Source: an optimization exercise on an open RTL-to-GDS flow (aim: small area, a short achievable clock period and few clock cycles per item). Production flows keep margins and buffers that such runs may drop.
Where RTL was checked, it was by simulation tests only, not by an equivalence proof against the original.
For run 1, only the layout was checked, not whether the RTL still works.

--- design/flow/config.mk ---
export PLATFORM = sky130hd
export DESIGN_NAME = aesTop
export DESIGN_NICKNAME = aesTop
export VERILOG_FILES = /design/flow/design.v
export SDC_FILE = /design/flow/constraint.sdc
export NUM_CORES = 4
export LEC_CHECK = 0
export CAP_MARGIN = 20
export CELL_PAD_IN_SITES_DETAIL_PLACEMENT = 2
export CELL_PAD_IN_SITES_GLOBAL_PLACEMENT = 2
export CORE_MARGIN = 2
export CORE_UTILIZATION = 35
export PLACE_DENSITY = 0.45
export SETUP_SLACK_MARGIN = 1
export SLEW_MARGIN = 20
export SYNTH_HIERARCHICAL = 1
--- design/flow/constraint.sdc ---
create_clock -name core_clock -period 8.0 [get_ports {clk}]
set_input_delay 1.6000 -clock core_clock [delete_from_list [all_inputs] [get_ports {clk}]]
set_output_delay 1.6000 -clock core_clock [all_outputs]
set_load 0.01 [all_outputs]
--- design/flow/design.v ---
package aesPkg;
    typedef logic [7:0]               byteT;
    typedef logic [32-1:0]   wordT;
    typedef logic [127:0]             stateT;
    typedef logic [3:0]               roundT;
    typedef logic [8-1:0]   apbAddrT;
    typedef logic [6:0]               segT;   
    typedef logic [4*3-1:0] bcdT;
    function automatic byteT xtime(byteT b);
        xtime = {b[6:0], 1'b0} ^ (b[7] ? 8'h1b : 8'h00);
    endfunction
    function automatic byteT rconFor(roundT n);
        case (n)
            4'd0:    rconFor = 8'h01;
            4'd1:    rconFor = 8'h02;
            4'd2:    rconFor = 8'h04;
            4'd3:    rconFor = 8'h08;
            4'd4:    rconFor = 8'h10;
            4'd5:    rconFor = 8'h20;
            4'd6:    rconFor = 8'h40;
            4'd7:    rconFor = 8'h80;
            4'd8:    rconFor = 8'h1b;
            default: rconFor = 8'h36;
        endcase
    endfunction
endpackage
`timescale 1ns/1ps
module aesSbox (
    input  aesPkg::byteT in,
    output aesPkg::byteT out
);
    logic U0, U1, U2, U3, U4, U5, U6, U7;
    logic T1, T2, T3, T4, T5, T6, T7, T8, T9, T10, T11, T12;
    logic T13, T14, T15, T16, T17, T18, T19, T20, T21, T22, T23, T24;
    logic T25, T26, T27, M1, M2, M3, M4, M5, M6, M7, M8, M9;
    logic M10, M11, M12, M13, M14, M15, M16, M17, M18, M19, M20, M21;
    logic M22, M23, M24, M25, M26, M27, M28, M29, M30, M32, M33, M35;
    logic M36, M37, M38, M39, M40, M41, M42, M43, M44, M45, M46, M47;
    logic M48, M49, M50, M51, M52, M53, M54, M55, M56, M57, M58, M59;
    logic M60, M61, M62, M63, L0, L1, L2, L3, L4, L5, L6, L7;
    logic L8, L9, L10, L11, L12, L13, L14, L15, L16, L17, L18, L19;
    logic L20, L21, L22, L23, L24, L25, L26, L27, L28, L29;
    assign {U0, U1, U2, U3, U4, U5, U6, U7} = in;
    aesXor2 uT1 (.a(U0), .b(U3), .y(T1));
    aesXor2 uT2 (.a(U0), .b(U5), .y(T2));
    aesXor2 uT3 (.a(U0), .b(U6), .y(T3));
    aesXor2 uT4 (.a(U3), .b(U5), .y(T4));
    aesXor2 uT5 (.a(U4), .b(U6), .y(T5));
    aesXor2 uT6 (.a(T1), .b(T5), .y(T6));
    aesXor2 uT7 (.a(U1), .b(U2), .y(T7));
    aesXor2 uT8 (.a(U7), .b(T6), .y(T8));
    aesXor2 uT9 (.a(U7), .b(T7), .y(T9));
    aesXor2 uT10 (.a(T6), .b(T7), .y(T10));
    aesXor2 uT11 (.a(U1), .b(U5), .y(T11));
    aesXor2 uT12 (.a(U2), .b(U5), .y(T12));
    aesXor2 uT13 (.a(T3), .b(T4), .y(T13));
    aesXor2 uT14 (.a(T6), .b(T11), .y(T14));
    aesXor2 uT15 (.a(T5), .b(T11), .y(T15));
    aesXor2 uT16 (.a(T5), .b(T12), .y(T16));
    aesXor2 uT17 (.a(T9), .b(T16), .y(T17));
    aesXor2 uT18 (.a(U3), .b(U7), .y(T18));
    aesXor2 uT19 (.a(T7), .b(T18), .y(T19));
    aesXor2 uT20 (.a(T1), .b(T19), .y(T20));
    aesXor2 uT21 (.a(U6), .b(U7), .y(T21));
    aesXor2 uT22 (.a(T7), .b(T21), .y(T22));
    aesXor2 uT23 (.a(T2), .b(T22), .y(T23));
    aesXor2 uT24 (.a(T2), .b(T10), .y(T24));
    aesXor2 uT25 (.a(T20), .b(T17), .y(T25));
    aesXor2 uT26 (.a(T3), .b(T16), .y(T26));
    aesXor2 uT27 (.a(T1), .b(T12), .y(T27));
    aesNand2 uM1 (.a(T13), .b(T6), .y(M1));
    aesNand2 uM2 (.a(T23), .b(T8), .y(M2));
    aesXnor2 uM3 (.a(T14), .b(M1), .y(M3));
    aesNand2 uM4 (.a(T19), .b(U7), .y(M4));
    aesXor2 uM5 (.a(M4), .b(M1), .y(M5));
    aesNand2 uM6 (.a(T3), .b(T16), .y(M6));
    aesNand2 uM7 (.a(T22), .b(T9), .y(M7));
    aesXnor2 uM8 (.a(T26), .b(M6), .y(M8));
    aesNand2 uM9 (.a(T20), .b(T17), .y(M9));
    aesXor2 uM10 (.a(M9), .b(M6), .y(M10));
    aesNand2 uM11 (.a(T1), .b(T15), .y(M11));
    aesNand2 uM12 (.a(T4), .b(T27), .y(M12));
    aesXor2 uM13 (.a(M12), .b(M11), .y(M13));
    aesNand2 uM14 (.a(T2), .b(T10), .y(M14));
    aesXor2 uM15 (.a(M14), .b(M11), .y(M15));
    aesXnor2 uM16 (.a(M3), .b(M2), .y(M16));
    aesXor2 uM17 (.a(M5), .b(T24), .y(M17));
    aesXnor2 uM18 (.a(M8), .b(M7), .y(M18));
    aesXor2 uM19 (.a(M10), .b(M15), .y(M19));
    aesXor2 uM20 (.a(M16), .b(M13), .y(M20));
    aesXor2 uM21 (.a(M17), .b(M15), .y(M21));
    aesXor2 uM22 (.a(M18), .b(M13), .y(M22));
    aesXor2 uM23 (.a(M19), .b(T25), .y(M23));
    aesXor2 uM24 (.a(M22), .b(M23), .y(M24));
    aesNand2 uM25 (.a(M22), .b(M20), .y(M25));
    aesXnor2 uM26 (.a(M21), .b(M25), .y(M26));
    aesXor2 uM27 (.a(M20), .b(M21), .y(M27));
    aesXnor2 uM28 (.a(M23), .b(M25), .y(M28));
    aesNand2 uM29 (.a(M28), .b(M27), .y(M29));
    aesNand2 uM30 (.a(M26), .b(M24), .y(M30));
    aesNand3 uM32 (.a(M27), .b(M20), .c(M23), .y(M32));
    aesXnor2 uM33 (.a(M27), .b(M25), .y(M33));
    aesNand3 uM35 (.a(M24), .b(M21), .c(M22), .y(M35));
    aesXnor2 uM36 (.a(M24), .b(M25), .y(M36));
    aesXnor2 uM37 (.a(M21), .b(M29), .y(M37));
    aesXnor2 uM38 (.a(M32), .b(M33), .y(M38));
    aesXnor2 uM39 (.a(M23), .b(M30), .y(M39));
    aesXnor2 uM40 (.a(M35), .b(M36), .y(M40));
    aesXor2 uM41 (.a(M38), .b(M40), .y(M41));
    aesXor2 uM42 (.a(M37), .b(M39), .y(M42));
    aesXor2 uM43 (.a(M37), .b(M38), .y(M43));
    aesXor2 uM44 (.a(M39), .b(M40), .y(M44));
    aesXor2 uM45 (.a(M42), .b(M41), .y(M45));
    aesNand2 uM46 (.a(M44), .b(T6), .y(M46));
    aesNand2 uM47 (.a(M40), .b(T8), .y(M47));
    aesNand2 uM48 (.a(M39), .b(U7), .y(M48));
    aesNand2 uM49 (.a(M43), .b(T16), .y(M49));
    aesNand2 uM50 (.a(M38), .b(T9), .y(M50));
    aesNand2 uM51 (.a(M37), .b(T17), .y(M51));
    aesNand2 uM52 (.a(M42), .b(T15), .y(M52));
    aesNand2 uM53 (.a(M45), .b(T27), .y(M53));
    aesNand2 uM54 (.a(M41), .b(T10), .y(M54));
    aesNand2 uM55 (.a(M44), .b(T13), .y(M55));
    aesNand2 uM56 (.a(M40), .b(T23), .y(M56));
    aesNand2 uM57 (.a(M39), .b(T19), .y(M57));
    aesNand2 uM58 (.a(M43), .b(T3), .y(M58));
    aesNand2 uM59 (.a(M38), .b(T22), .y(M59));
    aesNand2 uM60 (.a(M37), .b(T20), .y(M60));
    aesNand2 uM61 (.a(M42), .b(T1), .y(M61));
    aesNand2 uM62 (.a(M45), .b(T4), .y(M62));
    aesNand2 uM63 (.a(M41), .b(T2), .y(M63));
    aesXor2 uL0 (.a(M61), .b(M62), .y(L0));
    aesXor2 uL1 (.a(M50), .b(M56), .y(L1));
    aesXor2 uL2 (.a(M46), .b(M48), .y(L2));
    aesXor2 uL3 (.a(M47), .b(M55), .y(L3));
    aesXor2 uL4 (.a(M54), .b(M58), .y(L4));
    aesXor2 uL5 (.a(M49), .b(M61), .y(L5));
    aesXnor2 uL6 (.a(M62), .b(L5), .y(L6));
    aesXnor2 uL7 (.a(M46), .b(L3), .y(L7));
    aesXor2 uL8 (.a(M51), .b(M59), .y(L8));
    aesXor2 uL9 (.a(M52), .b(M53), .y(L9));
    aesXnor2 uL10 (.a(M53), .b(L4), .y(L10));
    aesXnor2 uL11 (.a(M60), .b(L2), .y(L11));
    aesXor2 uL12 (.a(M48), .b(M51), .y(L12));
    aesXnor2 uL13 (.a(M50), .b(L0), .y(L13));
    aesXor2 uL14 (.a(M52), .b(M61), .y(L14));
    aesXnor2 uL15 (.a(M55), .b(L1), .y(L15));
    aesXnor2 uL16 (.a(M56), .b(L0), .y(L16));
    aesXnor2 uL17 (.a(M57), .b(L1), .y(L17));
    aesXnor2 uL18 (.a(M58), .b(L8), .y(L18));
    aesXnor2 uL19 (.a(M63), .b(L4), .y(L19));
    aesXor2 uL20 (.a(L0), .b(L1), .y(L20));
    aesXor2 uL21 (.a(L1), .b(L7), .y(L21));
    aesXor2 uL22 (.a(L3), .b(L12), .y(L22));
    aesXor2 uL23 (.a(L18), .b(L2), .y(L23));
    aesXor2 uL24 (.a(L15), .b(L9), .y(L24));
    aesXor2 uL25 (.a(L6), .b(L10), .y(L25));
    aesXor2 uL26 (.a(L7), .b(L9), .y(L26));
    aesXor2 uL27 (.a(L8), .b(L10), .y(L27));
    aesXor2 uL28 (.a(L11), .b(L14), .y(L28));
    aesXor2 uL29 (.a(L11), .b(L17), .y(L29));
    aesXor2 uS0 (.a(L6), .b(L24), .y(out[7]));
    aesXnor2 uS1 (.a(L16), .b(L26), .y(out[6]));
    aesXnor2 uS2 (.a(L19), .b(L28), .y(out[5]));
    aesXor2 uS3 (.a(L6), .b(L21), .y(out[4]));
    aesXor2 uS4 (.a(L20), .b(L22), .y(out[3]));
    aesXor2 uS5 (.a(L25), .b(L29), .y(out[2]));
    aesXnor2 uS6 (.a(L13), .b(L27), .y(out[1]));
    aesXnor2 uS7 (.a(L6), .b(L23), .y(out[0]));
endmodule
module aesXor2 (
    input  logic a,
    input  logic b,
    output logic y
);
    assign y = a ^ b;
endmodule
module aesXnor2 (
    input  logic a,
    input  logic b,
    output logic y
);
    assign y = ~(a ^ b);
endmodule
module aesNand2 (
    input  logic a,
    input  logic b,
    output logic y
);
    assign y = ~(a & b);
endmodule
module aesNor2 (
    input  logic a,
    input  logic b,
    output logic y
);
    assign y = ~(a | b);
endmodule
module aesNand3 (
    input  logic a,
    input  logic b,
    input  logic c,
    output logic y
);
    assign y = ~(a & b & c);
endmodule
module aesXorW #(parameter int W = 8) (
    input  logic [W-1:0] a,
    input  logic [W-1:0] b,
    output logic [W-1:0] y
);
    assign y = a ^ b;
endmodule
`timescale 1ns/1ps
module aesKeySchedule (
    input  aesPkg::stateT key,
    input  aesPkg::byteT  rcon,
    output aesPkg::stateT nextKey
);
    aesPkg::wordT rotW;
    aesPkg::wordT subW;
    assign rotW = {key[23:0], key[31:24]};
    for (genvar i = 0; i < 4; i++) begin : gSubWord
        aesSbox uSbox (
            .in  (rotW[8*i +: 8]),
            .out (subW[8*i +: 8])
        );
    end
    aesPkg::wordT pre [4];
    aesXorW #(.W(8)) uRcon (.a(key[127:120]), .b(rcon), .y(pre[0][31:24]));
    assign pre[0][23:0] = key[119:96];
    aesXorW #(.W(32)) uPre1 (.a(key[95:64]), .b(pre[0]), .y(pre[1]));
    aesXorW #(.W(32)) uPre2 (.a(key[63:32]), .b(pre[1]), .y(pre[2]));
    aesXorW #(.W(32)) uPre3 (.a(key[31:0]),  .b(pre[2]), .y(pre[3]));
    for (genvar i = 0; i < 4; i++) begin : gWord
        aesXorW #(.W(32)) uW (.a(subW), .b(pre[i]), .y(nextKey[127-32*i -: 32]));
    end
endmodule
`timescale 1ns/1ps
module aesRoundEngine (
    input  logic          clk,
    input  logic          rstN,
    input  logic          load,
    input  aesPkg::stateT loadKey,
    input  aesPkg::stateT loadBlock,
    output logic          lastRound,
    output logic          idle,
    output aesPkg::stateT finalOut
);
    aesPkg::roundT round;
    aesPkg::stateT stateReg;
    aesPkg::stateT keyReg;
    aesPkg::stateT addKey;
    aesPkg::stateT shifted;
    aesPkg::stateT mixed;
    aesPkg::stateT nextKey;
    aesPkg::byteT  subB [16];
    assign lastRound = round == 4'd9;
    assign idle      = round == 4'd10;
    aesKeySchedule uKeySched (
        .key     (keyReg),
        .rcon    (aesPkg::rconFor(round)),
        .nextKey (nextKey)
    );
    aesXorW #(.W(128)) uAddKey (.a(stateReg), .b(keyReg), .y(addKey));
    for (genvar i = 0; i < 16; i++) begin : gSubShift
        aesSbox uSbox (
            .in  (addKey[127-8*i -: 8]),
            .out (subB[i])
        );
        assign shifted[127-8*i -: 8] = subB[(i % 4) + 4 * (((i / 4) + (i % 4)) % 4)];
    end
    for (genvar c = 0; c < 4; c++) begin : gMix
        aesMixColumn uMix (.col(shifted[127-32*c -: 32]), .mixed(mixed[127-32*c -: 32]));
    end
    aesXorW #(.W(128)) uFinal (.a(shifted), .b(nextKey), .y(finalOut));
    always_ff @(posedge clk or negedge rstN) begin
        if (!rstN)
            round <= 4'd10;
        else if (load)
            round <= '0;
        else if (!idle)
            round <= round + 1'b1;
    end
    always_ff @(posedge clk) begin
        if (load) begin
            stateReg <= loadBlock;
            keyReg   <= loadKey;
        end else begin
            stateReg <= mixed;
            keyReg   <= nextKey;
        end
    end
endmodule
module aesMixColumn (
    input  aesPkg::wordT col,
    output aesPkg::wordT mixed
);
    aesPkg::byteT b [4];
    aesPkg::byteT p [4];    
    aesPkg::byteT q [4];    
    aesPkg::byteT x [4];    
    logic [2:0]   xr [4];
    for (genvar i = 0; i < 4; i++) begin : gByte
        assign b[i] = col[31-8*i -: 8];
    end
    for (genvar i = 0; i < 4; i++) begin : gCol
        aesXorW #(.W(8)) uP (.a(b[i]), .b(b[(i+1)%4]), .y(p[i]));
        aesXorW #(.W(8)) uQ (.a(p[(i+1)%4]), .b(b[(i+3)%4]), .y(q[i]));
        aesXorW #(.W(3)) uX (.a({p[i][3], p[i][2], p[i][0]}), .b({3{p[i][7]}}), .y(xr[i]));
        assign x[i] = {p[i][6:4], xr[i][2:1], p[i][1], xr[i][0], p[i][7]};
        aesXorW #(.W(8)) uO (.a(q[i]), .b(x[i]), .y(mixed[31-8*i -: 8]));
    end
endmodule
`timescale 1ns/1ps
module aesApbRegs (
    input  logic    clk,
    input  logic    rstN,
    input  aesPkg::apbAddrT paddr,
    input  logic    psel,
    input  logic    penable,
    input  logic    pwrite,
    input  aesPkg::wordT    pwdata,
    output aesPkg::wordT    prdata,
    output logic    pready,
    output logic    pslverr,
    output logic    coreLoad,
    output aesPkg::stateT   coreKey,
    output aesPkg::stateT   coreBlock,
    input  logic    coreLast,
    input  logic    coreIdle,
    input  aesPkg::stateT   coreResult,
    output aesPkg::byteT    resultByte
);
    aesPkg::stateT      keyReg;
    aesPkg::stateT      blockReg;
    aesPkg::stateT      resultReg;
    logic       doneBit;
    logic       busy;        
    logic       pend;        
    logic       access;
    logic       err;
    logic       wrOk;
    logic       startAcc;
    logic       finish;
    logic       merge;       
    logic       wrKB;        
    logic       hitCtrl, hitStatus, hitKey, hitBlock, hitResult;
    logic [1:0] word;
    assign access    = psel && penable;
    assign pready    = 1'b1;  
    assign word      = paddr[3:2];  
    assign hitCtrl   = paddr == 8'h00;
    assign hitStatus = paddr == 8'h04;
    assign hitKey    = paddr[1:0] == 2'b00 && paddr[7:4] == 4'h1;
    assign hitBlock  = paddr[1:0] == 2'b00 && paddr[7:4] == 4'h2;
    assign hitResult = paddr[1:0] == 2'b00 && paddr[7:4] == 4'h3;
    always_comb begin
        err = 1'b0;
        if (!(hitCtrl || hitStatus || hitKey || hitBlock || hitResult))
            err = 1'b1;
        else if (pwrite && (hitStatus || hitResult))
            err = 1'b1;  
        else if (pwrite && busy && (hitCtrl || hitKey || hitBlock))
            err = 1'b1;  
    end
    assign pslverr  = access && err;
    assign wrOk     = access && pwrite && !err;
    assign startAcc = wrOk && hitCtrl && pwdata[0];
    assign merge    = psel && pwrite && !busy && (hitKey || hitBlock);
    assign wrKB     = merge && penable;
    assign finish   = coreLast && (busy || startAcc);
    aesPkg::wordT wdata;
    assign wdata = rstN ? pwdata : '0;
    for (genvar w = 0; w < 4; w++) begin : gMerge
        assign coreKey[127-32*w -: 32]   = !rstN || (merge && hitKey && word == 2'(w)) ?
                                           wdata : keyReg[127-32*w -: 32];
        assign coreBlock[127-32*w -: 32] = !rstN || (merge && hitBlock && word == 2'(w)) ?
                                           wdata : blockReg[127-32*w -: 32];
    end
    assign coreLoad = (merge && !penable) || (wrKB != pend) || (startAcc && coreIdle);
    aesPkg::wordT keyWord, blockWord, resultWord;
    always_comb begin
        case (word)
            2'd0: begin
                keyWord    = keyReg[127:96];
                blockWord  = blockReg[127:96];
                resultWord = resultReg[127:96];
            end
            2'd1: begin
                keyWord    = keyReg[95:64];
                blockWord  = blockReg[95:64];
                resultWord = resultReg[95:64];
            end
            2'd2: begin
                keyWord    = keyReg[63:32];
                blockWord  = blockReg[63:32];
                resultWord = resultReg[63:32];
            end
            default: begin
                keyWord    = keyReg[31:0];
                blockWord  = blockReg[31:0];
                resultWord = resultReg[31:0];
            end
        endcase
        case (paddr[5:4])
            2'd0:    prdata = {30'd0, paddr[2] ? {doneBit, busy} : 2'b00};
            2'd1:    prdata = keyWord;
            2'd2:    prdata = blockWord;
            default: prdata = resultWord;
        endcase
    end
    always_ff @(posedge clk) begin
        keyReg   <= coreKey;
        blockReg <= coreBlock;
    end
    always_ff @(posedge clk or negedge rstN) begin
        if (!rstN) begin
            resultReg  <= '0;
            doneBit    <= 1'b0;
            busy       <= 1'b0;
            pend       <= 1'b0;
        end else begin
            pend <= merge && !penable;
            if (finish)
                resultReg <= coreResult;
            if (finish) begin
                doneBit <= 1'b1;
                busy    <= 1'b0;
            end else if (startAcc) begin
                doneBit <= 1'b0;
                busy    <= 1'b1;
            end
        end
    end
    assign resultByte = resultReg[7:0];
endmodule
`timescale 1ns/1ps
module aesSegDisplay (
    input  aesPkg::byteT                 value,
    output logic [3*7-1:0]     segOut
);
    function automatic logic [3:0] add3(logic [3:0] a);
        logic t00, t01, t02, t03, t04, t05, t06, t07, t08, t09, t10, t11;
        logic [3:0] y;
        t11 = a[2] & ~(a[0]);
        t00 = a[3] | t11;
        t01 = a[0] | ~(a[3]);
        t02 = a[1] & ~(a[3]);
        t03 = t01 & ~(t02);
        y[2] = t00 & t03;
        t04 = t11 | ~(t02);
        y[1] = ~(t01 & t04);
        t05 = a[2] | ~(a[0]);
        t06 = a[3] | t05;
        t07 = ~(t11 & t02);
        t08 = t06 & t07;
        y[0] = ~(t01 & t08);
        t09 = a[0] | a[1];
        t10 = a[2] & t09;
        y[3] = a[3] | t10;
        add3 = y;
    endfunction
    function automatic logic [6:0] seg7(logic [3:0] a);
        logic t00, t01, t02, t03, t04, t05, t06, t07, t08, t09, t10, t11, t12;
        logic [6:0] y;
        t00 = a[1] | a[0];
        t01 = a[2] & ~(a[1]);
        t02 = ~(a[1] & a[0]);
        t03 = a[2] & t02;
        t04 = ~(a[3] | t03);
        y[5] = t00 & t04;
        t05 = t01 & ~(a[3]);
        y[4] = a[0] | t05;
        t06 = ~(a[2] & t00);
        t07 = ~(t00 & t03);
        t08 = a[2] | ~(a[1]);
        t09 = ~(a[2] | a[0]);
        t10 = ~(a[3] | t09);
        t11 = t08 & t10;
        y[3] = t07 & t11;
        t12 = a[0] | a[3];
        y[2] = ~(t08 | t12);
        y[1] = ~(a[3] | t07);
        y[0] = t06 & t11;
        y[6] = t04 & t08;
        seg7 = y;
    endfunction
    function automatic logic [6:0] seg3(logic [1:0] a);
        logic [6:0] y;
        y[2] = a[1] & ~(a[0]);
        y[6] = a[0] | ~(a[1]);
        y[0] = a[0] & ~(a[1]);
        y[5] = a[0] ^ a[1];
        { y[4:3], y[1] } = { y[0], y[0], 1'h0 };
        seg3 = y;
    endfunction
    logic [3:0] c1, c2, c3, c4, c5, c6, c7;
    assign c1 = add3({1'b0, value[7:5]});
    assign c2 = add3({c1[2:0], value[4]});
    assign c3 = add3({c2[2:0], value[3]});
    assign c4 = add3({c3[2:0], value[2]});
    assign c5 = add3({c4[2:0], value[1]});
    assign c6 = add3({1'b0, c1[3], c2[3], c3[3]});
    assign c7 = add3({c6[2:0], c4[3]});
    assign segOut[20:14] = seg3({c6[3], c7[3]});
    assign segOut[13:7]  = seg7({c7[2:0], c5[3]});
    assign segOut[6:0]   = seg7({c5[2:0], value[0]});
endmodule
`timescale 1ns/1ps
module aesTop (
    input  logic        clk,
    input  logic        rstN,
    input  aesPkg::apbAddrT     paddr,
    input  logic        psel,
    input  logic        penable,
    input  logic        pwrite,
    input  aesPkg::wordT        pwdata,
    output aesPkg::wordT        prdata,
    output logic        pready,
    output logic        pslverr,
    output logic [20:0] segOut
);
    aesPkg::byteT resultByte;
    logic  coreLoad;
    aesPkg::stateT coreKey;
    aesPkg::stateT coreBlock;
    logic  coreLast;
    logic  coreIdle;
    aesPkg::stateT coreResult;
    aesApbRegs uRegs (
        .clk        (clk),
        .rstN       (rstN),
        .paddr      (paddr),
        .psel       (psel),
        .penable    (penable),
        .pwrite     (pwrite),
        .pwdata     (pwdata),
        .prdata     (prdata),
        .pready     (pready),
        .pslverr    (pslverr),
        .coreLoad   (coreLoad),
        .coreKey    (coreKey),
        .coreBlock  (coreBlock),
        .coreLast   (coreLast),
        .coreIdle   (coreIdle),
        .coreResult (coreResult),
        .resultByte (resultByte)
    );
    aesRoundEngine uEngine (
        .clk       (clk),
        .rstN      (rstN),
        .load      (coreLoad),
        .loadKey   (coreKey),
        .loadBlock (coreBlock),
        .lastRound (coreLast),
        .idle      (coreIdle),
        .finalOut  (coreResult)
    );
    aesSegDisplay uDisplay (
        .value  (resultByte),
        .segOut (segOut)
    );
endmodule
--- design/flow/run.sh ---
#!/bin/bash
# synth_recipe.tcl (not shown) runs the flow's synth.tcl, then flattens the netlist and writes it again
# the make line also repeats each setting of config.mk as NAME=value (left out here)
make -C /OpenROAD-flow-scripts/flow DESIGN_CONFIG=/design/flow/config.mk WORK_HOME=/design/flow/orfs CLKGATE_MAP_FILE= SYNTH_SCRIPT=/design/flow/synth_recipe.tcl finish
==> flow_summary_export.csv, run 1 <==
group,metric,value,unit
cts,cts-root-buf,"clkbuf_16",
timing,hold_violations,0,
synthesis,avgSynthCellArea,9.46,µm²
synthesis,synthFlopType,"dfxtp_1",
timing,rsz0062_at_grt,"true",
worst_hold_path,hp-start,"uRegs.resultReg[124]",
synthesis,yosys_warnings,21,
global_route,grt_overflow,0,
global_route,grt_pass1_wl,328000,µm
synthesis,yosys-top-cells-area,"xor2_1 37%, dfxtp_1 19%, xnor2_1 8.6%",
route,drt_pass1_iterations,5,
cts,clk_latency,710,ps
placement,hpwl,183000,µm
global_route,grt_usage,28.8,%
timing,tightest_slew,1070,ps
placement,dpl_worst_slack,330,ps
timing,slew_violations,0,
synthesis,synth-seq-cells,647,
cells_and_area,nFillCells,16244,
timing,setup_ws,1240,ps
route,drt.antenna.violating_nets,0,
worst_setup_path,path_class,"flop to flop",
worst_setup_path,cp_max_fo,4,
floorplanning,die_area,157000,µm²
timing,setup_viol,0,
timing,finClkSkew,35.1,ps
worst_setup_path,r2r_end,"uEngine.stateReg[10]",
synthesis,netlist_area,53700,µm²
worst_setup_path,rr_worst_depth,23,
timing,finalSetupTns,0,ps
floorplanning,dieWidth,396,µm
global_route,antenna_found_initial,5,
global_route,grt_max_degree,102,
synthesis,yosys.area.top_type,"xor2_1",
synthesis,yosysUniqueCellTypes,70,
worst_setup_path,end_kind,"flop",
floorplanning,rows,143,
route,wirelength,230000,µm
timing,period_needed,6760,ps
worst_setup_path,worstReg2RegStart,"uEngine.keyReg[29]",
cts,cts.clk_slew.worst_paths,60,ps
floorplanning,dieHeight,396,µm
outcome,outcome,"finished clean",
route,drcViolationCount,0,
route,via_count,40932,
worst_setup_path,worstPathArrival,7390,ps
cells_and_area,nets,6002,
placement,port_buffers,97,
cts,htreeDepth,3,
route,wl_per_cell,28.5,µm
worst_setup_path,reg2reg_setup_slack,1240,ps
worst_hold_path,hold_depth,1,
synthesis,synth-edff-count,0,
global_route,grt_pass1_vias,44490,
timing,max_freq,148,MHz
synthesis,synthCells,5677,
cells_and_area,area_growth,19.2,%
synthesis,synth_top_cell_area_share,37.2,%
cells_and_area,drive_gt1_share,20.1,%
cts,cts.sinks,647,
synthesis,syn_nets,5730,
placement,gp_congestion,0.885,
run,drv_cap,0,
cts,clockBufferDepth,3,
cells_and_area,final_util,42.1,%
worst_setup_path,cp-start-kind,"flop",
worst_hold_path,hold_path.class,"flop to flop",
route,via_per_inst,5.08,
floorplanning,start_util,35.3,%
timing,min_period_over_period,84.6,%
floorplanning,coreArea,152000,µm²
synthesis,seq_area_frac_synth,25.4,%
cts,cts_made_buffers,82,
route,drtIter0Drc,2128,
cts,tritoncts,"built",
worst_setup_path,worstPathRequired,8620,ps
cts,postCtsHoldBufs,0,
synthesis,async_flop_share,20.9,%
timing,slew_headroom,28.5,%
floorplanning,io_pins,100,
worst_hold_path,min_to,"uRegs.resultReg[124]",
-- Yosys stat by module, one instance, submodules excluded, a selection --
module / cells / area (µm²) / copies in the design / flops+latches
aesNand3: 1 / 5.00 / 40 / 0
aesXnor2: 1 / 8.76 / 520 / 0
aesNand2: 1 / 3.75 / 600 / 0
aesRoundEngine: 581 / 9020 / 1 / 260
aesApbRegs: 1504 / 16700 / 1 / 387
aesSegDisplay: 152 / 967 / 1 / 0
aesXor2: 1 / 8.76 / 1360 / 0
-- synth_stat cells, drive strengths merged, types with 7 or more instances --
| master | instances |
|---|---|
| nor2 | 24 |
| dfxtp | 512 |
| xor2 | 2280 |
| a21oi | 33 |
| mux2i | 12 |
| clkbuf | 71 |
| a221o | 7 |
| buf | 124 |
| nand2b | 13 |
| inv | 21 |
| nand2 | 695 |
| xnor2 | 525 |
| o22ai | 9 |
| nand3b | 10 |
| nor2b | 10 |
| a22oi | 27 |
| and2 | 7 |
| o21ai | 303 |
| mux2 | 386 |
| nand4 | 13 |
| mux4 | 81 |
| nand3 | 303 |
| ha | 8 |
| dfrtp | 133 |
-- registers in the layout (all words and copies together), names as in the netlist --
signal            count
uEngine.round         4
uRegs.doneBit         1
uRegs.pend            1
uRegs.blockReg      128
uRegs.resultReg     128
uEngine.stateReg    128
uRegs.keyReg        128
uEngine.keyReg      128
uRegs.busy            1
-- metal layers --
layer / GRT usage (%) / vias up / wire length [µm]
li1: - / 18873 / -
met5: 0 / - / 0
met3: 2.85 / 185 / 7070
met4: 7.29 / 0 / 5510
met1: 40.2 / 21251 / 109000
met2: 47.2 / 623 / 108000
-- metrics by stage --
stage	hold slack, ps	std cells	instance area [µm²]
final	494	8052	64000
after global routing	522	8049	64000
after CTS	498	8029	61800
after detailed placement	485	7875	58400
after global placement	478	7875	58400
after floorplan	459	5677	53700
-- how the worst max path moves through the flow --
stage                    startpoint                    to  slack, ps  depth (start not counted)
4_1_cts        uEngine.stateReg[67]  uEngine.stateReg[49]        990                         21
6_report         uEngine.keyReg[29]  uEngine.stateReg[10]       1240                         23
5_1_grt          uEngine.keyReg[14]  uEngine.stateReg[82]        880                         22
3_3_place_gp     uEngine.keyReg[28]  uEngine.stateReg[11]        480                         21
2_1_floorplan    uEngine.keyReg[28]   uEngine.stateReg[4]       2180                         20
3_5_place_dp     uEngine.keyReg[28]   uEngine.stateReg[4]        330                         20
-- repair_timing --
item,4_1_cts,5_1_grt
gates resized for setup,91,247
endpoints found under the setup margin,103,207
buffers inserted,0,20
pin swaps,1,21
-- cell usage in the layout, fill, tap and decap left out, types with 9 or more instances in the layout --
master and n:
nand2_1 694, clkinv_2 10, mux2_4 201, xnor2_2 63, a22oi_1 27, clkbuf_1 26, o22ai_1 9, buf_4 273
xor2_4 38, o21ai_0 299, dfxtp_1 506, clkbuf_16 84, nor2_1 24, xnor2_1 455, mux2i_1 12, xor2_2 186
mux2_2 184, nand3b_1 10, nand2b_1 13, mux4_2 81, dfrtp_1 133, nand3_1 303, clkdlybuf4s50_1 92, clkbuf_8 21
xor2_1 2056, a21oi_1 32, inv_1 20, buf_12 13
-- area by class of cell --
class / instances / area [µm²] / share of cell area, %
multi-input combinational: 4814 / 41700 / 65.2
sequential: 647 / 13600 / 21.3
timing repair buffer: 383 / 3280 / 5.13
tap: 2030 / 2540 / 3.97
clock buffer: 130 / 2470 / 3.87
clock inverter: 24 / 272 / 0.424
inverter: 21 / 78.8 / 0.123
antenna: 3 / 7.51 / 0.0117
-- worst max-delay path: stages, from the launching register on --
cell and delay [ps]:
dfxtp_1 510, xor2_1 480, xor2_2 190, buf_4 190, xor2_2 320, xor2_2 300
nand2_1 110, xor2_1 180, xor2_1 250, xor2_2 330, xor2_1 300, nand2_1 150
xnor2_2 310, xor2_1 340, nand2_1 280, xor2_2 280, xnor2_4 380, xor2_1 260
xor2_2 160, buf_4 170, xor2_1 270, xor2_1 200, xor2_1 390, mux2_4 320
-- cell families (layout without fill, tap and decap cells) --
| family | count (synthesis) | after routing | synth area share [%] |
|---|---|---|---|
| and+or+nand+nor | 1106 | 1106 | 9.02 |
| DFF | 647 | 647 | 25.4 |
| AOI/OAI and AO/OA | 414 | 414 | 4.30 |
| other | 2 | 5 | 0.0140 |
| xor gates and xnor gates | 2805 | 2805 | 45.7 |
| buffers and inverters | 216 | 558 | 2.23 |
| muxes | 479 | 479 | 13.1 |
| adders and majority gates | 8 | 8 | 0.186 |
==> inputs of run 2 (changes only) <==
--- a/design/flow/design.v
+++ b/design/flow/design.v
@@ -204,6 +204,22 @@
 );
     assign y = ~(a & b & c);
 endmodule
+module aesXnorW #(parameter int W = 8) (
+    input  logic [W-1:0] a,
+    input  logic [W-1:0] b,
+    output logic [W-1:0] y
+);
+    assign y = ~(a ^ b);
+endmodule
+module aesOai22 (
+    input  logic a1,
+    input  logic a2,
+    input  logic b1,
+    input  logic b2,
+    output logic y
+);
+    assign y = ~((a1 | a2) & (b1 | b2));
+endmodule
 module aesXorW #(parameter int W = 8) (
     input  logic [W-1:0] a,
     input  logic [W-1:0] b,
@@ -213,28 +229,30 @@
 endmodule
 `timescale 1ns/1ps
 module aesKeySchedule (
-    input  aesPkg::stateT key,
+    input  aesPkg::stateT keyN,
     input  aesPkg::byteT  rcon,
     output aesPkg::stateT nextKey
 );
     aesPkg::wordT rotW;
     aesPkg::wordT subW;
-    assign rotW = {key[23:0], key[31:24]};
+    aesPkg::wordT p0N;    
+    aesPkg::wordT p1;     
+    aesPkg::wordT w23;    
+    assign rotW = ~{keyN[23:0], keyN[31:24]};
     for (genvar i = 0; i < 4; i++) begin : gSubWord
         aesSbox uSbox (
             .in  (rotW[8*i +: 8]),
             .out (subW[8*i +: 8])
         );
     end
-    aesPkg::wordT pre [4];
-    aesXorW #(.W(8)) uRcon (.a(key[127:120]), .b(rcon), .y(pre[0][31:24]));
-    assign pre[0][23:0] = key[119:96];
-    aesXorW #(.W(32)) uPre1 (.a(key[95:64]), .b(pre[0]), .y(pre[1]));
-    aesXorW #(.W(32)) uPre2 (.a(key[63:32]), .b(pre[1]), .y(pre[2]));
-    aesXorW #(.W(32)) uPre3 (.a(key[31:0]),  .b(pre[2]), .y(pre[3]));
-    for (genvar i = 0; i < 4; i++) begin : gWord
-        aesXorW #(.W(32)) uW (.a(subW), .b(pre[i]), .y(nextKey[127-32*i -: 32]));
-    end
+    aesXorW #(.W(8))  uRcon (.a(keyN[127:120]), .b(rcon), .y(p0N[31:24]));
+    assign p0N[23:0] = keyN[119:96];
+    aesXorW #(.W(32)) uP1  (.a(p0N), .b(keyN[95:64]), .y(p1));
+    aesXorW #(.W(32)) uW23 (.a(keyN[63:32]), .b(keyN[31:0]), .y(w23));
+    aesXnorW #(.W(32)) uW0 (.a(subW), .b(p0N), .y(nextKey[127:96]));
+    aesXorW  #(.W(32)) uW1 (.a(subW), .b(p1),  .y(nextKey[95:64]));
+    aesXnorW #(.W(32)) uW2 (.a(nextKey[95:64]), .b(keyN[63:32]), .y(nextKey[63:32]));
+    aesXorW  #(.W(32)) uW3 (.a(nextKey[95:64]), .b(w23), .y(nextKey[31:0]));
 endmodule
 `timescale 1ns/1ps
 module aesRoundEngine (
@@ -248,8 +266,11 @@
     output aesPkg::stateT finalOut
 );
     aesPkg::roundT round;
-    aesPkg::stateT stateReg;
-    aesPkg::stateT keyReg;
+    aesPkg::stateT stateRegN;
+    aesPkg::stateT keyRegN;
+    aesPkg::stateT stateNextN;
+    aesPkg::stateT keyNextN;
+    logic          loadN;
     aesPkg::stateT addKey;
     aesPkg::stateT shifted;
     aesPkg::stateT mixed;
@@ -258,11 +279,11 @@
     assign lastRound = round == 4'd9;
     assign idle      = round == 4'd10;
     aesKeySchedule uKeySched (
-        .key     (keyReg),
+        .keyN    (keyRegN),
         .rcon    (aesPkg::rconFor(round)),
         .nextKey (nextKey)
     );
-    aesXorW #(.W(128)) uAddKey (.a(stateReg), .b(keyReg), .y(addKey));
+    aesXorW #(.W(128)) uAddKey (.a(stateRegN), .b(keyRegN), .y(addKey));
     for (genvar i = 0; i < 16; i++) begin : gSubShift
         aesSbox uSbox (
             .in  (addKey[127-8*i -: 8]),
@@ -282,14 +303,16 @@
         else if (!idle)
             round <= round + 1'b1;
     end
+    assign loadN = ~load;
+    for (genvar i = 0; i < 128; i++) begin : gNext
+        aesOai22 uStateMux (.a1(mixed[i]), .a2(load), .b1(loadBlock[i]), .b2(loadN),
+                            .y(stateNextN[i]));
+        aesOai22 uKeyMux (.a1(nextKey[i]), .a2(load), .b1(loadKey[i]), .b2(loadN),
+                          .y(keyNextN[i]));
+    end
     always_ff @(posedge clk) begin
-        if (load) begin
-            stateReg <= loadBlock;
-            keyReg   <= loadKey;
-        end else begin
-            stateReg <= mixed;
-            keyReg   <= nextKey;
-        end
+        stateRegN <= stateNextN;
+        keyRegN   <= keyNextN;
     end
 endmodule
 module aesMixColumn (
--- a/design/flow/config.mk
+++ b/design/flow/config.mk
@@ -11,6 +11,6 @@
 export CORE_MARGIN = 2
 export CORE_UTILIZATION = 35
 export PLACE_DENSITY = 0.45
-export SETUP_SLACK_MARGIN = 1
+export SETUP_SLACK_MARGIN = 1.25
 export SLEW_MARGIN = 20
 export SYNTH_HIERARCHICAL = 1
==> run 2 against run 1 <==
- cell count decreased by 0.97%
- maximum frequency increased by 2.7%
- critical path type unchanged
- global-route usage increased by 1.7 points
- sequential cell count unchanged
- cell area increased by 0.81%
- still clean on timing, DRC and antenna
- synthesized cell count decreased by 0.49%
- highest routed layer is now met5
- clock skew increased by 6.2 ps
- wire length increased by 3.0%
==> flow_summary_export.csv, run 2 <==
group,metric,value,unit
cells_and_area,final_common_cell,"xor2_1",
synthesis,synth_most_common_cell,"xor2_1",
floorplanning,dieWidth,388,µm
synthesis,synthCells,5649,
placement,gp_congestion,0.897,
timing,setup_ws,1410,ps
cells_and_area,design_area,64500,µm²
route,drtIter0Drc,2587,
synthesis,synth_top_cell_area_share,37.1,%
placement,dpl_worst_slack,14.2,ps
global_route,grt_pass1_wl,336000,µm
cts,clk_latency,710,ps
synthesis,yosys.area.top_type,"xor2_1",
route,wl_per_cell,29.7,µm
cells_and_area,area_growth,25.0,%
timing,tightest_slew,1160,ps
route,drt_pass1_iterations,5,
floorplanning,rows,140,
worst_setup_path,cp-start-kind,"flop",
placement,dp_cells,7750,
global_route,grt_pass1_vias,45625,
floorplanning,start_util,35.3,%
cts,cts.sinks,647,
synthesis,synth-seq-cells,647,
synthesis,synth-edff-count,0,
cells_and_area,nets,6038,
timing,slew_violations,0,
timing,slew_headroom,22.0,%
cts,clockBufferDepth,3,
route,via_per_inst,5.32,
synthesis,synthTopCellsByCount,"2,184 x xor2_1, 695 x nand2_1, 589 x xnor2_1",
placement,placed_cell_area,56400,µm²
worst_setup_path,worstPathRequired,8510,ps
cells_and_area,final_util,44.2,%
timing,finalSetupTns,0,ps
route,drt.antenna.violating_nets,0,
cells_and_area,instances_no_fill,7974,
global_route,grt_usage,30.5,%
global_route,antenna_found_initial,12,
synthesis,yosys_warnings,18,
timing,min_period_over_period,82.4,%
route,drcViolationCount,0,
synthesis,synthFlopType,"dfxtp_1",
cts,cts_made_buffers,82,
timing,period_needed,6590,ps
worst_setup_path,path_class,"flop to flop",
synthesis,avgSynthCellArea,9.14,µm²
cells_and_area,final_cell_mix,"1,819 x xor2_1, 694 x nand2_1, 499 x dfxtp_1, 476 x xnor2_1, 306 x buf_4",
worst_setup_path,cp_max_fo,4,
synthesis,seq_area_frac_synth,26.4,%
synthesis,netlist_area,51600,µm²
cells_and_area,nFillCells,15557,
worst_setup_path,reg2reg_setup_slack,1410,ps
synthesis,yosysUniqueCellTypes,69,
floorplanning,coreArea,146000,µm²
global_route,grt_overflow,0,
cts,tritoncts,"built",
cts,cts-root-buf,"clkbuf_16",
worst_hold_path,hold_path.class,"flop to flop",
cts,htreeDepth,3,
floorplanning,dieHeight,388,µm
placement,hpwl,184000,µm
placement,port_buffers,97,
timing,max_freq,152,MHz
route,wirelength,237000,µm
global_route,grt_max_degree,147,
cts,cts.clk_slew.worst_paths,60,ps
worst_setup_path,end_kind,"flop",
run,drv_cap,0,
cells_and_area,drive_gt1_share,19.7,%
floorplanning,io_pins,100,
synthesis,syn_nets,5702,
timing,rsz0062_at_grt,"true",
timing,hold_violations,0,
synthesis,yosys-top-cells-area,"xor2_1 37%, dfxtp_1 20%, xnor2_1 10%",
floorplanning,die_area,151000,µm²
outcome,outcome,"finished clean",
route,via_count,42406,
timing,finClkSkew,41.3,ps
timing,setup_viol,0,
synthesis,async_flop_share,20.9,%
worst_setup_path,worstPathArrival,7090,ps
==> run 2: cell count changes after synthesis, moves of 7 or more <==
cell,previous run,this run
mux2_4,201,101
buf_4,24,17
buf_2,43,32
mux2_2,184,28
buf_8,10,0
inv_1,20,53
xor2_1,2280,2184
xnor2_1,525,589
o22ai_1,9,265
==> run 2: critical path, stage by stage (launching register included) <==
cell	delay [ps]
dfxtp_1	530
xor2_1	330
xor2_1	410
xor2_2	340
xor2_1	310
nand2_1	110
xor2_1	180
xor2_1	260
xor2_2	230
buf_4	150
xnor2_1	120
nand2_1	130
xnor2_2	380
xor2_1	350
nand2_1	180
xor2_1	240
xnor2_1	310
xor2_1	260
xor2_2	290
buf_4	200
xor2_1	320
xor2_1	240
xor2_1	340
o22ai_1	180
==> run 2: kinds of logic after synthesis <==
family,synth area share (%)
XOR/XNOR,47.1
AND/OR/NAND/NOR,9.39
AO/OA/AOI/OAI,7.57
flip-flops,26.4
multiplexers,7.34
buffers and inverters,2.04
adder cells (fa/ha/maj),0.194
other,0.0145
==> run 2: metal layers <==
metal  vias up  global-route usage [%]  wire length, µm
li1      19069                       -                -
met1     22175                    41.7           107000
met2       914                    51.1           113000
met3       244                    3.12            10100
met4         4                    7.89             7030
met5         -                       0               32
==> run 2: per-stage QoR <==
step           hold WS, ps
3_5_place_dp           493
3_3_place_gp           484
6_report               508
5_1_grt                519
2_1_floorplan          459
4_1_cts                506
==> run 2: what timing repair did <==
action,CTS,global route
gates resized for setup,225,356
setup buffers,15,53
pin swaps,10,44
hold buffers,0,0
endpoints found under the setup margin,188,265
endpoints found under the hold margin,0,0
==> run 2: layout make-up <==
| class | instances | area, µm² | share of cell area [%] |
|---|---|---|---|
| clock buffer | 122 | 2440 | 3.79 |
| antenna | 3 | 7.51 | 0.0116 |
| tap | 1917 | 2400 | 3.72 |
| timing repair buffer | 418 | 3580 | 5.55 |
| clock inverter | 31 | 425 | 0.659 |
| inverter | 54 | 206 | 0.320 |
| multi-input combinational | 4782 | 41800 | 64.8 |
| sequential | 647 | 13600 | 21.2 |
==> run 2: worst paths after layout <==
| path | start | endpoint | depth (start not counted) |
|---|---|---|---|
| setup / recovery | uEngine.keyRegN[37] | uEngine.stateRegN[18] | 23 |
| hold / removal | uRegs.resultReg[14] | uRegs.resultReg[14] | 1 |
| setup reg to reg | uEngine.keyRegN[37] | uEngine.stateRegN[18] | 23 |
| hold reg to reg | uRegs.resultReg[14] | uRegs.resultReg[14] | 1 |
| max in group asynchronous | rstN | uRegs.resultReg[118] | 3 |
| min in group asynchronous | rstN | uRegs.resultReg[5] | 1 |
==> run 2: per-module statistics from Yosys, one instance, submodules excluded, a selection <==
module,cells inside,flops+latches
aesOai22,1,0
aesXnor2,1,0
aesSegDisplay,152,0
aesNand2,1,0
aesKeySchedule,32,0
aesXor2,1,0
aesRoundEngine,297,260
aesNand3,1,0
aesApbRegs,1504,387
Testbench counts of run 2, summed over its fixed seeds: cycles 10,368, blocks 384.
==> inputs of run 3 (changes only) <==
--- a/design/flow/config.mk
+++ b/design/flow/config.mk
@@ -11,6 +11,6 @@
 export CORE_MARGIN = 2
 export CORE_UTILIZATION = 35
 export PLACE_DENSITY = 0.45
-export SETUP_SLACK_MARGIN = 1.25
+export SETUP_SLACK_MARGIN = 1
 export SLEW_MARGIN = 20
 export SYNTH_HIERARCHICAL = 1
==> run 3 against run 2 <==
- critical endpoint is now uEngine.stateRegN[12]
- synthesized cell count is the same
- sequential share of layout area grew 0.70 points
- via count shrank 0.59%
- still clean
- critical path depth shrank 1
- non-clock buffer count shrank 50
- first-iteration DRC count shrank 0.31%
- synthesized area is the same
==> flow_summary_export.csv, run 3 <==
group,metric,value,unit
timing,setup_viol,0,
synthesis,yosys-top-cells-area,"xor2_1 37%, dfxtp_1 20%, xnor2_1 10%",
synthesis,synthCells,5649,
synthesis,synth-compound-area-share,7.57,%
outcome,outcome,"finished clean",
worst_setup_path,reg2reg_setup_slack,1130,ps
synthesis,yosysUniqueCellTypes,69,
placement,hpwl,184000,µm
synthesis,synthTopCellsByCount,"2,184 x xor2_1, 695 x nand2_1, 589 x xnor2_1",
synthesis,synth_most_common_cell,"xor2_1",
cells_and_area,area_growth,20.9,%
synthesis,avgSynthCellArea,9.14,µm²
synthesis,synth_top_family_by_area,"XOR/XNOR gates",
placement,gp_congestion,0.897,
cts,clockBufferDepth,3,
cells_and_area,final_common_cell,"xor2_1",
timing,finClkSkew,40.9,ps
floorplanning,coreArea,146000,µm²
route,drt.antenna.violating_nets,0,
synthesis,yosys_warnings,18,
synthesis,synthFlopType,"dfxtp_1",
route,wirelength,235000,µm
route,via_per_inst,5.32,
placement,dpl_worst_slack,14.2,ps
floorplanning,rows,140,
synthesis,netlist_area,51600,µm²
synthesis,synth-seq-cells,647,
floorplanning,dieWidth,388,µm
worst_setup_path,worstPathArrival,7410,ps
route,drtIter0Drc,2579,
timing,min_period_over_period,85.9,%
cts,htreeDepth,3,
global_route,grt_overflow,0,
global_route,grt_pass1_vias,45458,
cts,cts.clk_slew.worst_paths,60,ps
cells_and_area,final_util,42.7,%
worst_hold_path,hold_path.class,"flop to flop",
placement,port_buffers,97,
synthesis,yosys.area.top_type,"xor2_1",
cells_and_area,drive_gt1_share,16.5,%
synthesis,async_flop_share,20.9,%
synthesis,yosys.area_share.adder,0.194,%
synthesis,synth_xor_area_share,47.1,%
worst_setup_path,cp-start-kind,"flop",
cells_and_area,multi_input_area,40100,µm²
floorplanning,io_pins,100,
placement,placed_cell_area,56400,µm²
cts,cts.sinks,647,
timing,setup_ws,1130,ps
cells_and_area,n_antenna_cell,0,
worst_hold_path,hold_depth,1,
floorplanning,dieHeight,388,µm
synthesis,synthMuxAreaShare,7.34,%
global_route,grt_max_degree,147,
cells_and_area,design_area,62400,µm²
worst_setup_path,worstPathRequired,8540,ps
synthesis,synth_top_cell_area_share,37.1,%
route,drt_pass1_iterations,5,
synthesis,yosys.area_share.simple,9.39,%
cts,postCtsHoldBufs,0,
worst_setup_path,path_class,"flop to flop",
timing,finalSetupTns,0,ps
synthesis,synth-edff-count,0,
timing,slew_violations,0,
cells_and_area,nets,5988,
cells_and_area,final_cell_mix,"1,933 x xor2_1, 694 x nand2_1, 508 x dfxtp_1, 502 x xnor2_1, 303 x nand3_1",
timing,max_freq,146,MHz
cells_and_area,seq_area,13600,µm²
global_route,grt_pass1_wl,335000,µm
route,via_count,42154,
timing,period_needed,6870,ps
timing,hold_violations,0,
route,drcViolationCount,0,
timing,rsz0062_at_grt,"true",
cts,tritoncts,"built",
floorplanning,die_area,151000,µm²
cts,cts_made_buffers,82,
worst_setup_path,end_kind,"flop",
worst_setup_path,cp_max_fo,4,
cts,clk_latency,710,ps
floorplanning,start_util,35.3,%
synthesis,syn_nets,5702,
synthesis,seq_area_frac_synth,26.4,%
route,wl_per_cell,29.6,µm
timing,slew_headroom,21.7,%
global_route,grt_usage,30.4,%
global_route,antenna_found_initial,8,
run,drv_cap,0,
timing,tightest_slew,1160,ps
cells_and_area,nFillCells,15736,
worst_setup_path,rr_worst_depth,22,
cts,cts-root-buf,"clkbuf_16",
-- run 3: cell counts after synthesis --
Identical to the previous run, type by type.
-- run 3: per-stage QoR --
| step | instances | hold WS [ps] |
|---|---|---|
| 3_3_place_gp | 7750 | 484 |
| 4_1_cts | 7910 | 506 |
| 5_1_grt | 7921 | 519 |
| 2_1_floorplan | 5649 | 459 |
| 6_report | 7921 | 507 |
| 3_5_place_dp | 7750 | 493 |
-- run 3: per-module statistics from Yosys, one instance, submodules excluded, excerpt --
| module | flops+latches | cells |
|---|---|---|
| aesRoundEngine | 260 | 297 |
| aesNand3 | 0 | 1 |
| aesApbRegs | 387 | 1504 |
| aesOai22 | 0 | 1 |
| aesNand2 | 0 | 1 |
| aesXnor2 | 0 | 1 |
| aesXor2 | 0 | 1 |
| aesSegDisplay | 0 | 152 |
| aesKeySchedule | 0 | 32 |
-- run 3: path summary, 6_finish.rpt --
kind	startpoint	end
max reg2reg	uEngine.stateRegN[37]	uEngine.stateRegN[12]
min in group asynchronous	rstN	uRegs.resultReg[100]
min	uRegs.resultReg[14]	uRegs.resultReg[14]
max	uEngine.stateRegN[37]	uEngine.stateRegN[12]
min reg2reg	uRegs.resultReg[14]	uRegs.resultReg[14]
max in group asynchronous	rstN	uRegs.resultReg[118]
-- run 3: what timing repair did --
item                                    in CTS  in global routing
gates resized for setup                     93                284
setup buffers                                7                 11
pin swaps                                    5                 15
gates cloned                                 0                  0
endpoints found under the setup margin     113                243
-- run 3: layout make-up --
type,count,area share [%]
tap,1917,3.84
timing repair buffer,368,5.05
inverter,54,0.331
sequential,647,21.9
clock buffer,122,3.92
multi-input combinational,4782,64.3
clock inverter,31,0.682
-- run 3: kinds of logic after synthesis --
kind of cell,Yosys count
AND/OR/NAND/NOR,1106
multiplexers,223
adder cells (fa/ha/maj),8
AO/OA/AOI/OAI,670
XOR/XNOR,2773
flip-flops,647
buffers and inverters,220
other,2
-- run 3: critical path, cell delays in order (launching register included) --
cell,delay (ps)
dfxtp_1,530
xor2_1,370
xor2_2,380
xor2_1,340
xor2_1,350
nand2_1,120
xor2_1,170
xor2_1,250
xor2_2,320
xor2_1,300
nand3_1,240
xnor2_4,310
xor2_1,240
nand2_1,150
xor2_1,220
xnor2_1,310
xor2_1,240
xor2_1,440
buf_4,240
xor2_1,370
xor2_1,230
xor2_1,410
o22ai_1,190
-- run 3: layer usage --
layer / vias up / share of wire, % / global-route usage [%]
li1: 19068 / - / -
met1: 22051 / 46 / 41.7
met2: 819 / 48 / 50.8
met3: 212 / 3.6 / 2.77
met4: 4 / 2.8 / 8.07
met5: - / 0.011 / 0
==> inputs of run 4 (changes only) <==
--- a/design/flow/design.v
+++ b/design/flow/design.v
@@ -220,6 +220,35 @@
 );
     assign y = ~((a1 | a2) & (b1 | b2));
 endmodule
+module aesAo22 (
+    input  logic a1,
+    input  logic a2,
+    input  logic b1,
+    input  logic b2,
+    output logic y
+);
+    assign y = a1 & a2 | b1 & b2;
+endmodule
+module aesAoi222 (
+    input  logic a1,
+    input  logic a2,
+    input  logic b1,
+    input  logic b2,
+    input  logic c1,
+    input  logic c2,
+    output logic y
+);
+    assign y = ~(a1 & a2 | b1 & b2 | c1 & c2);
+endmodule
+module aesNand4 (
+    input  logic a,
+    input  logic b,
+    input  logic c,
+    input  logic d,
+    output logic y
+);
+    assign y = ~(a & b & c & d);
+endmodule
 module aesXorW #(parameter int W = 8) (
     input  logic [W-1:0] a,
     input  logic [W-1:0] b,
@@ -395,58 +424,71 @@
     assign finish   = coreLast && (busy || startAcc);
     aesPkg::wordT wdata;
     assign wdata = rstN ? pwdata : '0;
+    logic [3:0] selKey, selKeyN, selBlock, selBlockN;
     for (genvar w = 0; w < 4; w++) begin : gMerge
-        assign coreKey[127-32*w -: 32]   = !rstN || (merge && hitKey && word == 2'(w)) ?
-                                           wdata : keyReg[127-32*w -: 32];
-        assign coreBlock[127-32*w -: 32] = !rstN || (merge && hitBlock && word == 2'(w)) ?
-                                           wdata : blockReg[127-32*w -: 32];
+        assign selKey[w]    = !rstN || (merge && hitKey && word == 2'(w));
+        assign selBlock[w]  = !rstN || (merge && hitBlock && word == 2'(w));
+        assign selKeyN[w]   = ~selKey[w];
+        assign selBlockN[w] = ~selBlock[w];
+        for (genvar j = 0; j < 32; j++) begin : gBit
+            aesAo22 uKey (.a1(wdata[31-j]), .a2(selKey[w]), .b1(keyReg[127-32*w-j]),
+                          .b2(selKeyN[w]), .y(coreKey[127-32*w-j]));
+            aesAo22 uBlock (.a1(wdata[31-j]), .a2(selBlock[w]), .b1(blockReg[127-32*w-j]),
+                            .b2(selBlockN[w]), .y(coreBlock[127-32*w-j]));
+        end
     end
     assign coreLoad = (merge && !penable) || (wrKB != pend) || (startAcc && coreIdle);
-    aesPkg::wordT keyWord, blockWord, resultWord;
-    always_comb begin
-        case (word)
-            2'd0: begin
-                keyWord    = keyReg[127:96];
-                blockWord  = blockReg[127:96];
-                resultWord = resultReg[127:96];
-            end
-            2'd1: begin
-                keyWord    = keyReg[95:64];
-                blockWord  = blockReg[95:64];
-                resultWord = resultReg[95:64];
-            end
-            2'd2: begin
-                keyWord    = keyReg[63:32];
-                blockWord  = blockReg[63:32];
-                resultWord = resultReg[63:32];
-            end
-            default: begin
-                keyWord    = keyReg[31:0];
-                blockWord  = blockReg[31:0];
-                resultWord = resultReg[31:0];
-            end
-        endcase
-        case (paddr[5:4])
-            2'd0:    prdata = {30'd0, paddr[2] ? {doneBit, busy} : 2'b00};
-            2'd1:    prdata = keyWord;
-            2'd2:    prdata = blockWord;
-            default: prdata = resultWord;
-        endcase
+    logic [3:0]   selRdK, selRdB, selRdR;
+    logic         selRdS;
+    logic [3:0]   rdG [32];
+    logic [1:0]   status;
+    logic [1:0]   statusG;
+    logic [1:0]   rdLow;
+    for (genvar w = 0; w < 4; w++) begin : gRdSel
+        assign selRdK[w] = paddr[5:4] == 2'd1 && word == 2'(w);
+        assign selRdB[w] = paddr[5:4] == 2'd2 && word == 2'(w);
+        assign selRdR[w] = paddr[5:4] == 2'd3 && word == 2'(w);
+    end
+    assign selRdS = paddr[5:4] == 2'd0 && paddr[2];
+    assign status = {doneBit, busy};
+    for (genvar j = 0; j < 32; j++) begin : gRd
+        aesAoi222 uG0 (.a1(keyReg[127-j]),    .a2(selRdK[0]), .b1(keyReg[95-j]),     .b2(selRdK[1]),
+                       .c1(keyReg[63-j]),     .c2(selRdK[2]), .y(rdG[j][0]));
+        aesAoi222 uG1 (.a1(keyReg[31-j]),     .a2(selRdK[3]), .b1(blockReg[127-j]),  .b2(selRdB[0]),
+                       .c1(blockReg[95-j]),   .c2(selRdB[1]), .y(rdG[j][1]));
+        aesAoi222 uG2 (.a1(blockReg[63-j]),   .a2(selRdB[2]), .b1(blockReg[31-j]),   .b2(selRdB[3]),
+                       .c1(resultReg[127-j]), .c2(selRdR[0]), .y(rdG[j][2]));
+        aesAoi222 uG3 (.a1(resultReg[95-j]),  .a2(selRdR[1]), .b1(resultReg[63-j]),  .b2(selRdR[2]),
+                       .c1(resultReg[31-j]),  .c2(selRdR[3]), .y(rdG[j][3]));
+        if (j < 30) begin : gHigh
+            aesNand4 uOr (.a(rdG[j][0]), .b(rdG[j][1]), .c(rdG[j][2]), .d(rdG[j][3]),
+                          .y(prdata[31-j]));
+        end else begin : gLow
+            assign statusG[31-j] = ~(status[31-j] && selRdS);
+            assign rdLow[31-j]   = rdG[j][0] && rdG[j][1] && rdG[j][2] && rdG[j][3];
+            assign prdata[31-j]  = ~(rdLow[31-j] && statusG[31-j]);
+        end
+    end
+    aesPkg::stateT resultNext;
+    logic          resLoad, resHold;
+    assign resLoad = rstN && finish;
+    assign resHold = rstN && !finish;
+    for (genvar j = 0; j < 128; j++) begin : gRes
+        aesAo22 uRes (.a1(coreResult[j]), .a2(resLoad), .b1(resultReg[j]), .b2(resHold),
+                      .y(resultNext[j]));
     end
     always_ff @(posedge clk) begin
-        keyReg   <= coreKey;
-        blockReg <= coreBlock;
+        keyReg    <= coreKey;
+        blockReg  <= coreBlock;
+        resultReg <= resultNext;
     end
     always_ff @(posedge clk or negedge rstN) begin
         if (!rstN) begin
-            resultReg  <= '0;
             doneBit    <= 1'b0;
             busy       <= 1'b0;
             pend       <= 1'b0;
         end else begin
             pend <= merge && !penable;
-            if (finish)
-                resultReg <= coreResult;
             if (finish) begin
                 doneBit <= 1'b1;
                 busy    <= 1'b0;
--- a/design/flow/config.mk
+++ b/design/flow/config.mk
@@ -11,6 +11,6 @@
 export CORE_MARGIN = 2
 export CORE_UTILIZATION = 35
 export PLACE_DENSITY = 0.45
-export SETUP_SLACK_MARGIN = 1
+export SETUP_SLACK_MARGIN = 1.3
 export SLEW_MARGIN = 20
 export SYNTH_HIERARCHICAL = 1
==> run 4 against run 3 <==
- via count down 0.92%
- synthesized cell count down 7.9%
- sequential share of layout area down 0.91 points
- non-clock buffer count up 75
- critical path depth up 2
- cell count down 4.7%
- sequential cell count unchanged
- maximum frequency up 4.4%
- critical path type unchanged
==> flow_summary_export.csv, run 4 <==
group,metric,value,unit
cells_and_area,nets,5742,
synthesis,yosys.area_share.adder,0.207,%
timing,slew_headroom,21.5,%
floorplanning,coreArea,137000,µm²
synthesis,synth_top_cell_area_share,39.6,%
cts,clockBufferDepth,3,
synthesis,netlist_area,48300,µm²
synthesis,syn_nets,5255,
synthesis,synth_xor_area_share,50.3,%
cells_and_area,drive_gt1_share,18.1,%
floorplanning,die_area,141000,µm²
worst_setup_path,cpMaxStageDelayCell,"xor2_1",
synthesis,synth-seq-cells,647,
timing,tightest_slew,1170,ps
route,wl_per_cell,30.3,µm
worst_hold_path,hold_path.class,"flop to flop",
global_route,grt_usage,31.0,%
run,drv_cap,0,
route,drtIter0Drc,3408,
cells_and_area,final_cell_mix,"1,801 x xor2_1, 626 x dfxtp_1, 622 x nand2_1, 476 x xnor2_1, 385 x a22o_1",
floorplanning,dieHeight,376,µm
synthesis,yosys-top-cells-area,"xor2_1 40%, dfxtp_1 27%, xnor2_1 11%",
route,via_per_inst,5.54,
cells_and_area,final_util,45.2,%
placement,hpwl,169000,µm
cts,clk_latency,670,ps
placement,port_buffers,97,
outcome,outcome,"finished clean",
worst_setup_path,worstPathRequired,8440,ps
worst_setup_path,max_stage_delay,550,ps
route,drt_pass1_iterations,10,
timing,min_period_over_period,82.2,%
timing,hold_ws,479,ps
worst_setup_path,path_class,"flop to flop",
global_route,grt_pass1_vias,44347,
timing,finalSetupTns,0,ps
worst_setup_path,crit_chain,"xor2_1 -> xor2_1 -> xor2_1 -> xor2_1 -> nand2_1 -> xor2_1 -> xor2_1 -> xor2_2 -> buf_4 -> xnor2_1 -> nand2_1 -> xnor2_2 -> xor2_1 -> xor2_1 -> nand2_1 -> xor2_1 -> xor2_1 -> xor2_1 -> buf_4 -> xor2_1 -> buf_4 -> xor2_1 -> xor2_2 -> o22ai_1",
cells_and_area,area_growth,28.6,%
timing,hold_violations,0,
floorplanning,io_pins,100,
global_route,antenna_found_initial,8,
synthesis,synth-compound-area-share,14.2,%
floorplanning,rows,136,
synthesis,yosys.area_share.simple,7.38,%
synthesis,synthMuxAreaShare,0.0958,%
cts,cts_made_buffers,78,
route,wirelength,229000,µm
route,via_count,41765,
cts,htreeDepth,3,
global_route,grt_pass1_wl,322000,µm
cts,cts-root-buf,"clkbuf_16",
cells_and_area,final_common_cell,"xor2_1",
synthesis,synth_top_family_by_area,"XOR/XNOR gates",
global_route,grt_max_degree,169,
synthesis,yosys.area.top_type,"xor2_1",
timing,rsz0062_at_grt,"true",
worst_setup_path,cp-start-kind,"flop",
placement,gp_congestion,0.897,
cells_and_area,design_area,62100,µm²
cts,cts.sinks,647,
synthesis,synth_most_common_cell,"xor2_1",
global_route,grt_overflow,0,
cts,cts.clk_slew.worst_paths,60,ps
timing,finClkSkew,36.6,ps
synthesis,yosys_warnings,19,
worst_setup_path,end_kind,"flop",
timing,setup_viol,0,
synthesis,synthTopCellsByCount,"2,185 x xor2_1, 640 x dfxtp_1, 623 x nand2_1",
route,drcViolationCount,0,
cts,tritoncts,"built",
floorplanning,dieWidth,376,µm
synthesis,synth-edff-count,0,
placement,placed_cell_area,53500,µm²
synthesis,async_flop_share,1.08,%
timing,period_needed,6580,ps
synthesis,synthCells,5202,
worst_setup_path,crit_top_cell,"xor2_1",
worst_setup_path,cp_max_fo,5,
worst_setup_path,worstPathArrival,7020,ps
route,drt.antenna.violating_nets,0,
synthesis,seq_area_frac_synth,26.9,%
floorplanning,start_util,35.2,%
timing,slew_violations,0,
synthesis,synthFlopType,"dfxtp_1",
worst_setup_path,reg2reg_setup_slack,1420,ps
synthesis,avgSynthCellArea,9.29,µm²
timing,max_freq,152,MHz
synthesis,yosysUniqueCellTypes,76,
-- run 4: cell count changes after synthesis, sizes merged, moves of 67 or more --
cell / previous run / this run
a22o: 4 / 385
o21ai: 303 / 21
nand3: 303 / 47
dfrtp: 133 / 5
dfxtp: 512 / 640
mux2: 130 / 2
a222oi: 1 / 128
mux4: 81 / 0
nand2: 695 / 623
buf: 95 / 28
-- run 4: timing repair --
action / CTS / global route
buffers inserted: 8 / 86
gates cloned: 2 / 0
hold buffers: 0 / 0
pin swaps: 6 / 56
endpoints found under the setup margin: 194 / 294
gates resized for setup: 220 / 414
-- run 4: through the flow --
stage / std cells / setup slack, ps
after detailed placement: 7307 / 499
final: 7545 / 1420
after global routing: 7543 / 1030
after global placement: 7307 / 597
after CTS: 7457 / 1190
after floorplan: 5202 / -3460
-- run 4: area by class of cell --
type,instances,area (µm²)
fillers,14390,75200
multi-input cells,4470,40200
flip-flops and latches,647,13000
repair buffers,443,3730
clock buffers,117,2350
well taps,1794,2240
clock inverters,23,348
inverters,49,191
diodes,2,5.00
-- run 4: critical path, delay by kind of cell (launching register included) --
| family | cells | cell delay (ps) |
|---|---|---|
| compound gates | 1 | 210 |
| xor+xnor | 17 | 4790 |
| buf+inv | 3 | 590 |
| flops | 1 | 360 |
| simple gates | 3 | 380 |
-- run 4: Yosys stat by module (local to each module, per instance), a selection --
| module | times used | cells inside | area (µm²) | flops+latches |
|---|---|---|---|---|
| aesSegDisplay | 1 | 159 | 1070 | 0 |
| aesAoi222 | 128 | 1 | 10.0 | 0 |
| aesXnor2 | 520 | 1 | 8.76 | 0 |
| aesNand4 | 30 | 1 | 6.26 | 0 |
| aesKeySchedule | 1 | 32 | 120 | 0 |
| aesApbRegs | 1 | 508 | 8490 | 387 |
| aesNand2 | 600 | 1 | 3.75 | 0 |
-- run 4: path summary, 6_finish.rpt --
kind,start,endpoint,cells past startpoint
hold / removal,uRegs.resultReg[22],uRegs.resultReg[22],1
min in group asynchronous,rstN,uEngine.round[2],2
setup reg to reg,uEngine.keyRegN[125],uEngine.stateRegN[121],24
hold reg to reg,uRegs.resultReg[22],uRegs.resultReg[22],1
max in group asynchronous,rstN,uRegs.pend,2
setup / recovery,uEngine.keyRegN[125],uEngine.stateRegN[121],24
-- run 4: per-layer routing --
| metal | GRT usage (%) | routed length, µm | up-vias |
|---|---|---|---|
| met2 | 51.3 | 108000 | 1200 |
| met4 | 9.24 | 7550 | 4 |
| li1 | - | - | 18491 |
| met3 | 3.55 | 10900 | 266 |
| met1 | 42.2 | 102000 | 21804 |
| met5 | 0 | 31 | - |
-- run 4: logic make-up (layout without fill, tap and decap cells) --
logic type,after synthesis,in the layout
XOR/XNOR,2775,2775
other,2,4
adder cells (fa/ha/maj),8,8
flip-flops,647,647
AO/OA/AOI/OAI,849,849
AND/OR/NAND/NOR,830,832
buffers and inverters,87,632
multiplexers,4,4
Testbench counts of run 4, summed over its fixed seeds: cycles 10,368, blocks 384.

## separate check: timing with driven ports
No port has a modelled driver above. Below, the same layouts with a new extraction and two added sets of constraints. Step 1 assumes that a clkbuf_16 drives the clock port and a buf_2 every other input. Step 2, shift: input delay + t, output delay - t, t = (earliest + latest rising clock arrival at the registers) / 2. This alone moves slack from input paths to output paths. Slacks: ideal ports / drivers / drivers and shift; pairs: ideal ports / drivers.
run | shift t [ns] | setup slack, ns | hold slack, ns | latest minus earliest clock arrival (ns) | worst slew at a driven data input, ns
run 1 | 0.776 | 1.236 / 1.236 / 1.236 | 0.494 / 0.494 / 0.494 | 0.035 / 0.035 | 0.06
run 2 | 0.768 | 1.410 / 1.410 / 1.410 | 0.508 / 0.508 / 0.508 | 0.041 / 0.041 | 0.11
run 3 | 0.768 | 1.129 / 1.129 / 1.129 | 0.507 / 0.507 / 0.507 | 0.041 / 0.041 | 0.13
run 4 | 0.730 | 1.421 / 1.421 / 1.421 | 0.479 / 0.479 / 0.479 | 0.037 / 0.037 | 0.04
After both steps every run listed still meets setup and hold.
